Context: an optimization exercise on an open-source flow, tuned for small area, a short achievable clock period and few clock cycles per item. The choices shown serve that exercise and are no tape-out recipe.
Only simulation tests tie the RTL to the original design; equivalence was not proved.
No activity file was given, so power comes from the tool's default toggle rates.

// accelbrot_scan_gen
module accelbrot_scan_gen #(
  parameter int NWORDS = 8,
  parameter int WWIDTH = 34,
  parameter int TWIDTH = 24,
  parameter int XWIDTH = 12,
  parameter int YWIDTH = 12
) (
  input  logic                     clk,
  input  logic                     rstn,
  input  logic [NWORDS*WWIDTH-1:0] cfg_a0,
  input  logic [NWORDS*WWIDTH-1:0] cfg_b0,
  input  logic [NWORDS*WWIDTH-1:0] cfg_step,
  input  logic [XWIDTH-1:0]        cfg_width,
  input  logic [YWIDTH-1:0]        cfg_height,
  input  logic                     ctl_start,
  output logic                     ctl_busy,
  output logic                     ctl_done,
  output logic [31:0]              sts_num_issued,
  output logic [WWIDTH-1:0]        enter_a,
  output logic [WWIDTH-1:0]        enter_b,
  output logic [TWIDTH-1:0]        enter_tag,
  output logic                     enter_start,
  output logic                     enter_valid,
  input  logic                     enter_bp
);
==> flow/config.mk <==
export PLATFORM = sky130hd
export DESIGN_NAME = accelbrot_scan_gen
export DESIGN_NICKNAME = accelbrot_scan_gen
export VERILOG_FILES = /design/flow/design.v
export SDC_FILE = /design/flow/constraint.sdc
export NUM_CORES = 4
export LEC_CHECK = 0
export CAP_MARGIN = 20
export CORE_MARGIN = 2
export CORE_UTILIZATION = 55
export SETUP_SLACK_MARGIN = 2.85
export SLEW_MARGIN = 20
==> flow/constraint.sdc <==
create_clock -name core_clock -period 5.0 [get_ports {clk}]
set_input_delay 1.0000 -clock core_clock [delete_from_list [all_inputs] [get_ports {clk}]]
set_output_delay 1.0000 -clock core_clock [all_outputs]
set_load 0.01 [all_outputs]
standard.sh (not shown) runs the stock make flow with config.mk's settings and CLKGATE_MAP_FILE= SYNTH_SCRIPT=/design/flow/synth_recipe.tcl, a recipe that flattens the netlist after the stock synthesis.
==> flow/flow/run.sh <==
#!/bin/bash
# Standard ORFS layout (the standard.sh) with plain buffers on the ports,
# larger clock-tree leaf clusters driven by smaller buffers, and no dummy
# clock loads.
set -euo pipefail
bash standard.sh "BUFFER_PORTS_ARGS=-buffer_cell sky130_fd_sc_hd__buf_1" \
  "CTS_ARGS=-sink_clustering_enable -repair_clock_nets -dont_use_dummy_load -root_buf sky130_fd_sc_hd__clkbuf_16 -sink_clustering_buffer sky130_fd_sc_hd__clkbuf_8 -sink_clustering_size 14 -sink_clustering_max_diameter 50 -buf_list {sky130_fd_sc_hd__clkbuf_8 sky130_fd_sc_hd__clkbuf_16}" \
  finish > standard_make.log 2>&1
The first run finished clean.
Testbench counts at the start, summed over its fixed seeds: cycles 281,128, pixels 35,068.
Rerun with:
--- a/flow/config.mk
+++ b/flow/config.mk
@@ -10,3 +10,3 @@
 export CORE_UTILIZATION = 55
-export SETUP_SLACK_MARGIN = 2.85
+export SETUP_SLACK_MARGIN = 2.7
 export SLEW_MARGIN = 20
After rerunning: Global-route usage came out lower by 0.18 points; core utilization came out lower by 2.6 points; final area came out lower by about 4%; synthesized cell count does not change; final cell count came out lower by 1.7%; wire length came out lower by 0.74%; clock-buffer cell count came out lower by 5; total power came out lower by 4.6%; worst setup slack gains 0.16 ns.
Rerun with:
--- a/flow/config.mk
+++ b/flow/config.mk
@@ -10,2 +10,3 @@
 export CORE_UTILIZATION = 55
+export PLACE_DENSITY = 0.75
 export SETUP_SLACK_MARGIN = 2.7
The changed run finished clean.
Design area hardly moves.
Flip-flop and latch count is unchanged.
Synthesized area is unchanged.
Via count falls by 0.99%.
Routed wire length falls by 4.2%.
Global-route usage falls by 1.8 points.
Worst setup slack gets worse by 0.15 ns.
Rerun with:
==> flow/flow/run.sh (replaced) <==
#!/bin/bash
# Standard ORFS layout (the standard.sh) with plain buffers on the ports,
# larger clock-tree leaf clusters, and no dummy
# clock loads.
set -euo pipefail
bash standard.sh "BUFFER_PORTS_ARGS=-buffer_cell sky130_fd_sc_hd__buf_1" \
  "CTS_ARGS=-sink_clustering_enable -repair_clock_nets -dont_use_dummy_load -root_buf sky130_fd_sc_hd__clkbuf_16 -sink_clustering_buffer sky130_fd_sc_hd__clkbuf_16 -sink_clustering_size 30 -sink_clustering_max_diameter 70 -buf_list {sky130_fd_sc_hd__clkbuf_16}" \
  finish > standard_make.log 2>&1
--- a/flow/config.mk
+++ b/flow/config.mk
@@ -10,3 +10,2 @@
 export CORE_UTILIZATION = 55
-export PLACE_DENSITY = 0.75
 export SETUP_SLACK_MARGIN = 2.7
- die area is unchanged
- cell area is about the same
- global-route usage rises by 1.4 points
- synthesized area does not change
- routed wire length rises by about 4%
- count of clock-buffer cells in the layout falls by 60
- sequential power hardly moves
- first-iteration DRC count falls by 6.1%
- sequential cell count is unchanged
- setup slack gains 0.092 ns

* * *

## job 7426
Another version of the RTL of accelbrot_scan_gen (not shown whole).
Size in the first run: about 1300 flip-flops, ~42000 um2 of cells after synthesis.
// accelbrot_scan_gen
module accelbrot_scan_gen #(
  parameter int NWORDS = 8,
  parameter int WWIDTH = 34,
  parameter int TWIDTH = 24,
  parameter int XWIDTH = 12,
  parameter int YWIDTH = 12
) (
  input  logic                     clk,
  input  logic                     rstn,
  input  logic [NWORDS*WWIDTH-1:0] cfg_a0,
  input  logic [NWORDS*WWIDTH-1:0] cfg_b0,
  input  logic [NWORDS*WWIDTH-1:0] cfg_step,
  input  logic [XWIDTH-1:0]        cfg_width,
  input  logic [YWIDTH-1:0]        cfg_height,
  input  logic                     ctl_start,
  output logic                     ctl_busy,
  output logic                     ctl_done,
  output logic [31:0]              sts_num_issued,
  output logic [WWIDTH-1:0]        enter_a,
  output logic [WWIDTH-1:0]        enter_b,
  output logic [TWIDTH-1:0]        enter_tag,
  output logic                     enter_start,
  output logic                     enter_valid,
  input  logic                     enter_bp
);
export LEC_CHECK = 0
export CAP_MARGIN = 20
export CORE_MARGIN = 2
export CORE_UTILIZATION = 55
export SETUP_SLACK_MARGIN = 2.7
export SLEW_MARGIN = 20
create_clock -name core_clock -period 5.0 [get_ports {clk}]
==> flow/flow/run.sh <==
#!/bin/bash
# Standard ORFS layout (the standard.sh) with plain buffers on the ports,
# smaller clock-tree buffers and no dummy clock loads.
set -euo pipefail
bash standard.sh "BUFFER_PORTS_ARGS=-buffer_cell sky130_fd_sc_hd__buf_1" \
  "CTS_ARGS=-sink_clustering_enable -repair_clock_nets -dont_use_dummy_load -buf_list {sky130_fd_sc_hd__clkbuf_4 sky130_fd_sc_hd__clkbuf_8 sky130_fd_sc_hd__clkbuf_16}" \
  finish > standard_make.log 2>&1
In summary, job 7426 completed successfully, with a layout that passed the timing, DRC and antenna checks.
Testbench counts of job 7426, summed over its fixed seeds: cycles 280,840, pixels 35,068.
Changes in job 2708 relative to job 7426:
- swapping 55 for 60 in CORE_UTILIZATION
==> flow/flow/run.sh <==
#!/bin/bash
# Standard ORFS layout (the standard.sh) with plain buffers on the ports,
# small clock-tree leaf buffers and no dummy clock loads.
set -euo pipefail
bash standard.sh "BUFFER_PORTS_ARGS=-buffer_cell sky130_fd_sc_hd__buf_1" \
  "CTS_ARGS=-sink_clustering_enable -repair_clock_nets -dont_use_dummy_load -root_buf sky130_fd_sc_hd__clkbuf_16 -sink_clustering_buffer sky130_fd_sc_hd__clkbuf_4 -buf_list {sky130_fd_sc_hd__clkbuf_4 sky130_fd_sc_hd__clkbuf_8 sky130_fd_sc_hd__clkbuf_16}" \
  finish > standard_make.log 2>&1
[summary]
Job 2708 did not finish; a tool error ended it in I/O pin placement (3_2_place_iop).
Diff job 7426..job 2708 | count of flip-flops with a built-in enable after synthesis | unchanged
[compare] base=job 7426 new=job 2708: register bit count reported by yosys neither gained nor lost much; adder-cell share of the synthesized area now sits at about the same level.
Looking at job 7426 and job 2708, the share of synthesized cell area in and, or, nand and nor gates is a wash.
Diff job 7426 -> job 2708: complex-gate fraction of the synthesized area has remained practically unchanged; effective utilization at floorplan higher; post-synthesis instance area closely matched the old numbers; number of rows in the core area lost about 5%.
Re die width: job 2708 is about 4% down on job 7426.
The inputs of job 2777 differ from those of job 2708 as listed below.
- swapping 60 for 55 in CORE_UTILIZATION
==> flow/flow/run.sh <==
#!/bin/bash
# Standard ORFS layout (the standard.sh) with plain buffers on the ports,
# larger clock-tree leaf clusters driven by smaller buffers, and no dummy
# clock loads.
set -euo pipefail
bash standard.sh "BUFFER_PORTS_ARGS=-buffer_cell sky130_fd_sc_hd__buf_1" \
  "CTS_ARGS=-sink_clustering_enable -repair_clock_nets -dont_use_dummy_load -root_buf sky130_fd_sc_hd__clkbuf_16 -sink_clustering_buffer sky130_fd_sc_hd__clkbuf_8 -sink_clustering_size 14 -sink_clustering_max_diameter 50 -buf_list {sky130_fd_sc_hd__clkbuf_8 sky130_fd_sc_hd__clkbuf_16}" \
  finish > standard_make.log 2>&1
==> comparison <==
- From job 2708 to job 2777, synthesized cell count did not move at all.
- From job 2708 to job 2777, cell area after synthesis did not move at all.
- Job 2777: done, clean on timing, DRC and antenna
- Job 2708 → job 2777: multiplexer area fraction after synthesis barely changed, area fraction in compound gates after synthesis ~0 delta.
- Job 2777 vs job 2708 — vertical extent of the die rose 4.4%.
- The share of synthesized area occupied by flip-flops and latches on job 2708 is in line with that on job 2777.
- From job 2777 to job 2708, mean instance size in the synthesized netlist did not move at all.
- Compared with job 2708, job 2777 shows die outline width higher by 4.4%.
- Compared with job 2708, job 2777 shows a lower initial cell density of the core.
Changes in job 2004 relative to job 2777:
- CORE_UTILIZATION now 60, was 55
==> flow/flow/run.sh <==
#!/bin/bash
# Standard ORFS layout (the standard.sh) with plain buffers on the ports,
# smaller clock-tree buffers and no dummy clock loads.
set -euo pipefail
bash standard.sh "BUFFER_PORTS_ARGS=-buffer_cell sky130_fd_sc_hd__buf_1" \
  "CTS_ARGS=-sink_clustering_enable -repair_clock_nets -dont_use_dummy_load -buf_list {sky130_fd_sc_hd__clkbuf_4 sky130_fd_sc_hd__clkbuf_8 sky130_fd_sc_hd__clkbuf_16}" \
  finish > standard_make.log 2>&1
Results
- The flow ended early for job 2004: it failed with a tool error in I/O pin placement (3_2_place_iop).
- Taking job 2777 as the reference point, the chip height of job 2004 falls by about 4%.
- Between job 2004 and job 2777, the difference in post-synthesis mux area share is negligible.
- [compare] base=job 2777 new=job 2004: fraction of the mapped netlist area in compound gates did not really move, summed instance area of the synthesized netlist did not really move.
- When the final numbers for job 2004 and job 2777 were put side by side, the chip width turned out to be greater in job 2777.
- Synthesized-area fraction occupied by and/or/nand/nor cells essentially unchanged between job 2004 and job 2777.
- Delta (job 2004 minus job 2777): site row count went down by about 5%, initial standard-cell utilization of the core went up by 5.5 points.
- From job 2777 to job 2004, number of standard cells after synthesis did not move at all.
#### Input delta (job 1693 over job 2004)
- changing CORE_UTILIZATION from 60 to 55
==> flow/flow/run.sh <==
#!/bin/bash
# Standard ORFS layout (the standard.sh) with plain buffers on the ports,
# small clock-tree leaf buffers and no dummy clock loads.
set -euo pipefail
bash standard.sh "BUFFER_PORTS_ARGS=-buffer_cell sky130_fd_sc_hd__buf_1" \
  "CTS_ARGS=-sink_clustering_enable -repair_clock_nets -dont_use_dummy_load -root_buf sky130_fd_sc_hd__clkbuf_16 -sink_clustering_buffer sky130_fd_sc_hd__clkbuf_4 -buf_list {sky130_fd_sc_hd__clkbuf_4 sky130_fd_sc_hd__clkbuf_8 sky130_fd_sc_hd__clkbuf_16}" \
  finish > standard_make.log 2>&1
The final layout from job 1693, which completed every stage, passed the timing, DRC and antenna checks at the end of the flow. Reported for job 2004 and job 1693, simple-gate share of the synthesized area turned out identical to the last digit. Reported for job 2004 and job 1693, xor and xnor area share after synthesis turned out identical to the last digit. Re area after synthesis: no difference whatsoever between job 2004 and job 1693. Summary of job 1693 over job 2004: number of rows in the core area up 5.2%, width of the chip went up, number of flops mapped to enable cells by yosys flat, fraction of the mapped netlist area in compound gates saw little to no change, effective utilization at floorplan dropped 5.5 points. Per-instance average area after synthesis: job 2004 vs job 1693, no meaningful difference.

* * *

Setup of job 2393:
accelbrot_scan_gen with an RTL version that a note above also has.
Size: roughly 1300 flip-flops.
## accelbrot_scan_gen
module accelbrot_scan_gen #(
  parameter int NWORDS = 8,
  parameter int WWIDTH = 34,
  parameter int TWIDTH = 24,
  parameter int XWIDTH = 12,
  parameter int YWIDTH = 12
) (
  input  logic                     clk,
  input  logic                     rstn,
  input  logic [NWORDS*WWIDTH-1:0] cfg_a0,
  input  logic [NWORDS*WWIDTH-1:0] cfg_b0,
  input  logic [NWORDS*WWIDTH-1:0] cfg_step,
  input  logic [XWIDTH-1:0]        cfg_width,
  input  logic [YWIDTH-1:0]        cfg_height,
  input  logic                     ctl_start,
  output logic                     ctl_busy,
  output logic                     ctl_done,
  output logic [31:0]              sts_num_issued,
  output logic [WWIDTH-1:0]        enter_a,
  output logic [WWIDTH-1:0]        enter_b,
  output logic [TWIDTH-1:0]        enter_tag,
  output logic                     enter_start,
  output logic                     enter_valid,
  ...
Settings: LEC_CHECK=0, CAP_MARGIN=20, CORE_MARGIN=2, CORE_UTILIZATION=55, SETUP_SLACK_MARGIN=2.7, SLEW_MARGIN=20; clock period 5.0 ns.
==> flow/flow/run.sh <==
#!/bin/bash
# Standard ORFS layout (the standard.sh) with plain buffers on the ports,
# larger clock-tree leaf clusters, and no dummy
# clock loads.
set -euo pipefail
bash standard.sh "BUFFER_PORTS_ARGS=-buffer_cell sky130_fd_sc_hd__buf_1" \
  "CTS_ARGS=-sink_clustering_enable -repair_clock_nets -dont_use_dummy_load -root_buf sky130_fd_sc_hd__clkbuf_16 -sink_clustering_buffer sky130_fd_sc_hd__clkbuf_16 -sink_clustering_size 22 -sink_clustering_max_diameter 60 -buf_list {sky130_fd_sc_hd__clkbuf_16}" \
  finish > standard_make.log 2>&1
Job 2393 did not stop at any stage, and its layout met the timing, DRC and antenna checks.
Testbench counts of job 2393, summed over its fixed seeds: cycles 281,128, pixels 35,068.
Input-level comparison between job 4092 and job 2393:
- changing SETUP_SLACK_MARGIN from 2.7 to 3.0
==> flow/flow/run.sh <==
#!/bin/bash
# Standard ORFS layout (the standard.sh) with plain buffers on the ports,
# larger clock-tree leaf clusters driven by smaller buffers, and no dummy
# clock loads.
set -euo pipefail
bash standard.sh "BUFFER_PORTS_ARGS=-buffer_cell sky130_fd_sc_hd__buf_1" \
  "CTS_ARGS=-sink_clustering_enable -repair_clock_nets -dont_use_dummy_load -root_buf sky130_fd_sc_hd__clkbuf_16 -sink_clustering_buffer sky130_fd_sc_hd__clkbuf_8 -sink_clustering_size 14 -sink_clustering_max_diameter 50 -buf_list {sky130_fd_sc_hd__clkbuf_8 sky130_fd_sc_hd__clkbuf_16}" \
  finish > standard_make.log 2>&1
- For job 2393 and job 4092, there was not a single run that failed to finish clean.
- Job 2393 → job 4092: count of buffers not belonging to the clock network in the layout climbed 12%, total length of routed met3 wires dropped about 6%.
- Job 4092 against job 2393: number of buffers created by CTS went up; fraction of power consumed by sequential logic went down; shortest clock period the worst path allows after layout went up; critical path's largest stage delay went down.
- Summary: with job 2393 as the reference, total met2 wirelength after detailed routing in job 4092 moved up by a few percent.
Setup changes, job 4092 to job 7114
- changing SETUP_SLACK_MARGIN from 3.0 to 2.6
### Flow results
When job 7114 is measured against job 4092, its time the final worst path needs with I/O delays and setup turns out 0.084 ns higher. Looking only at total routing resource utilization after global routing, and setting everything else aside, the lower value of job 4092 and job 7114 goes to job 7114. Final clock period utilization by the worst path (job 7114 over job 4092): increase, 1.7 points. Higher switching part of the total power was reported by job 7114, not job 4092. Looking at area overhead of the layout relative to synthesis, job 7114 sits 6.8 points lower than job 4092 does.
### job 7114 -> job 8647
- CORE_UTILIZATION changed from 55 to 50
Results
Job 8647 | stages: all done | timing, DRC, antenna: all pass. Delta (job 8647 minus job 7114): routed wire length per instance lower; total routed wirelength lower; placeable core region higher; power density of the placed cells lower; final cell count without fillers higher. Relative to job 7114, job 8647 degrades overall die area.

* * *

accelbrot_scan_gen, a different RTL version from the one above (not shown whole).
Size: ~3,500 cells after synthesis, ~1,200 flip-flops, roughly 970 I/O pins, roughly 43,000 µm² of cells after synthesis.
export LEC_CHECK = 0
export CAP_MARGIN = 20
export CORE_MARGIN = 2
export CORE_UTILIZATION = 40
export SLEW_MARGIN = 20
create_clock -name core_clock -period 5.0 [get_ports {clk}]
==> flow/flow/run.sh <==
#!/bin/bash
# Standard ORFS layout (the standard.sh), but with plain buffers on the
# ports instead of the delay cells buffer_ports picks by default.
set -euo pipefail
bash standard.sh "BUFFER_PORTS_ARGS=-buffer_cell sky130_fd_sc_hd__buf_2" finish > standard_make.log 2>&1
Testbench counts at the start, summed over its fixed seeds: cycles 280,744, pixels 35,068.
Then changed:
==> flow/flow/run.sh (replaced) <==
#!/bin/bash
# Standard ORFS layout (the standard.sh) with plain buffers on the ports,
# smaller clock-tree buffers and no dummy clock loads.
set -euo pipefail
bash standard.sh "BUFFER_PORTS_ARGS=-buffer_cell sky130_fd_sc_hd__buf_1" \
  "CTS_ARGS=-sink_clustering_enable -repair_clock_nets -dont_use_dummy_load -buf_list {sky130_fd_sc_hd__clkbuf_4 sky130_fd_sc_hd__clkbuf_8 sky130_fd_sc_hd__clkbuf_16}" \
  finish > standard_make.log 2>&1
CORE_UTILIZATION = 60   (was 40)
SETUP_SLACK_MARGIN = 2.6   (was unset)
After rerunning: The new run produced a clean layout; critical path depth is higher by 11; first-iteration DRC count rises by 28%; clock-buffer cell count is lower by 69.
Then changed:
CORE_UTILIZATION = 40   (was 60)
=>
- first-iteration DRC count drops by a quarter to a third
- routed wire length increases by a little under a tenth
- design area rises by a few percent
- maximum frequency decreases slightly
- clock-buffer cell count went up by 16
- synthesized area is unchanged
Then changed:
==> flow/flow/run.sh (replaced) <==
#!/bin/bash
# Standard ORFS layout (the standard.sh), but with plain buffers on the
# ports instead of the delay cells buffer_ports picks by default.
set -euo pipefail
bash standard.sh "BUFFER_PORTS_ARGS=-buffer_cell sky130_fd_sc_hd__buf_2" finish > standard_make.log 2>&1
Global-route usage climbs by 0.11 points. Sequential power is about the same. Clock power climbs by about 20%. Worst hold slack gets better by 29 ps. Die area is unchanged. Total power grows by 4.3%. Clock skew is lower by 44 ps. Cell area goes up by 4.7%.

[separate check: timing with driven ports]
Ports are ideal in the flow. The routed layouts listed here were re-timed in OpenROAD. Step 1, drivers: a clkbuf_16 drives clk and a buf_2 each remaining input, both assumed. Step 2 also shifts input and output timing later by t, the mid clock arrival at the registers, as if the neighbouring blocks saw the same clock. a / b / c = ideal / step 1 / step 2; a / b = the first two.
| run | shift t [ns] | slack for setup (ns) | slew at the worst register clock pin (ns) |
|---|---|---|---|
| the first run of note 1 | 0.687 | 2.571 / 2.495 / 2.393 | 0.09 / 0.09 |
| the second run of note 1 | 0.678 | 2.734 / 2.666 / 2.248 | 0.09 / 0.09 |
| the third run of note 1 | 0.669 | 2.588 / 2.517 / 2.348 | 0.09 / 0.09 |
| the fourth run of note 1 | 0.701 | 2.680 / 2.611 / 2.213 | 0.12 / 0.12 |
| job 7426 | 0.756 | 2.627 / 2.567 / 2.274 | 0.06 / 0.06 |
| job 2777 | 0.676 | 2.621 / 2.619 / 2.291 | 0.10 / 0.10 |
| job 1693 | 0.856 | 2.545 / 2.468 / 2.283 | 0.08 / 0.08 |
| job 2393 | 0.683 | 2.706 / 2.647 / 2.186 | 0.09 / 0.09 |
| job 4092 | 0.692 | 2.698 / 2.621 / 2.399 | 0.10 / 0.10 |
| job 7114 | 0.692 | 2.614 / 2.542 / 2.214 | 0.09 / 0.09 |
| job 8647 | 0.690 | 2.630 / 2.559 / 2.166 | 0.09 / 0.09 |
| the first run of note 4 | 0.811 | 2.029 / 1.950 / 2.121 | 0.07 / 0.07 |
| the second run of note 4 | 0.716 | 2.474 / 2.474 / 2.222 | 0.07 / 0.07 |
| the third run of note 4 | 0.782 | 2.457 / 2.430 / 2.255 | 0.06 / 0.06 |
| the fourth run of note 4 | 0.810 | 2.492 / 2.492 / 2.266 | 0.07 / 0.07 |
After both steps setup and hold are still met in every run listed. The setup slack of job 2393, which loses most, moves by -0.059 ns with the drivers and by -0.520 ns with both steps.
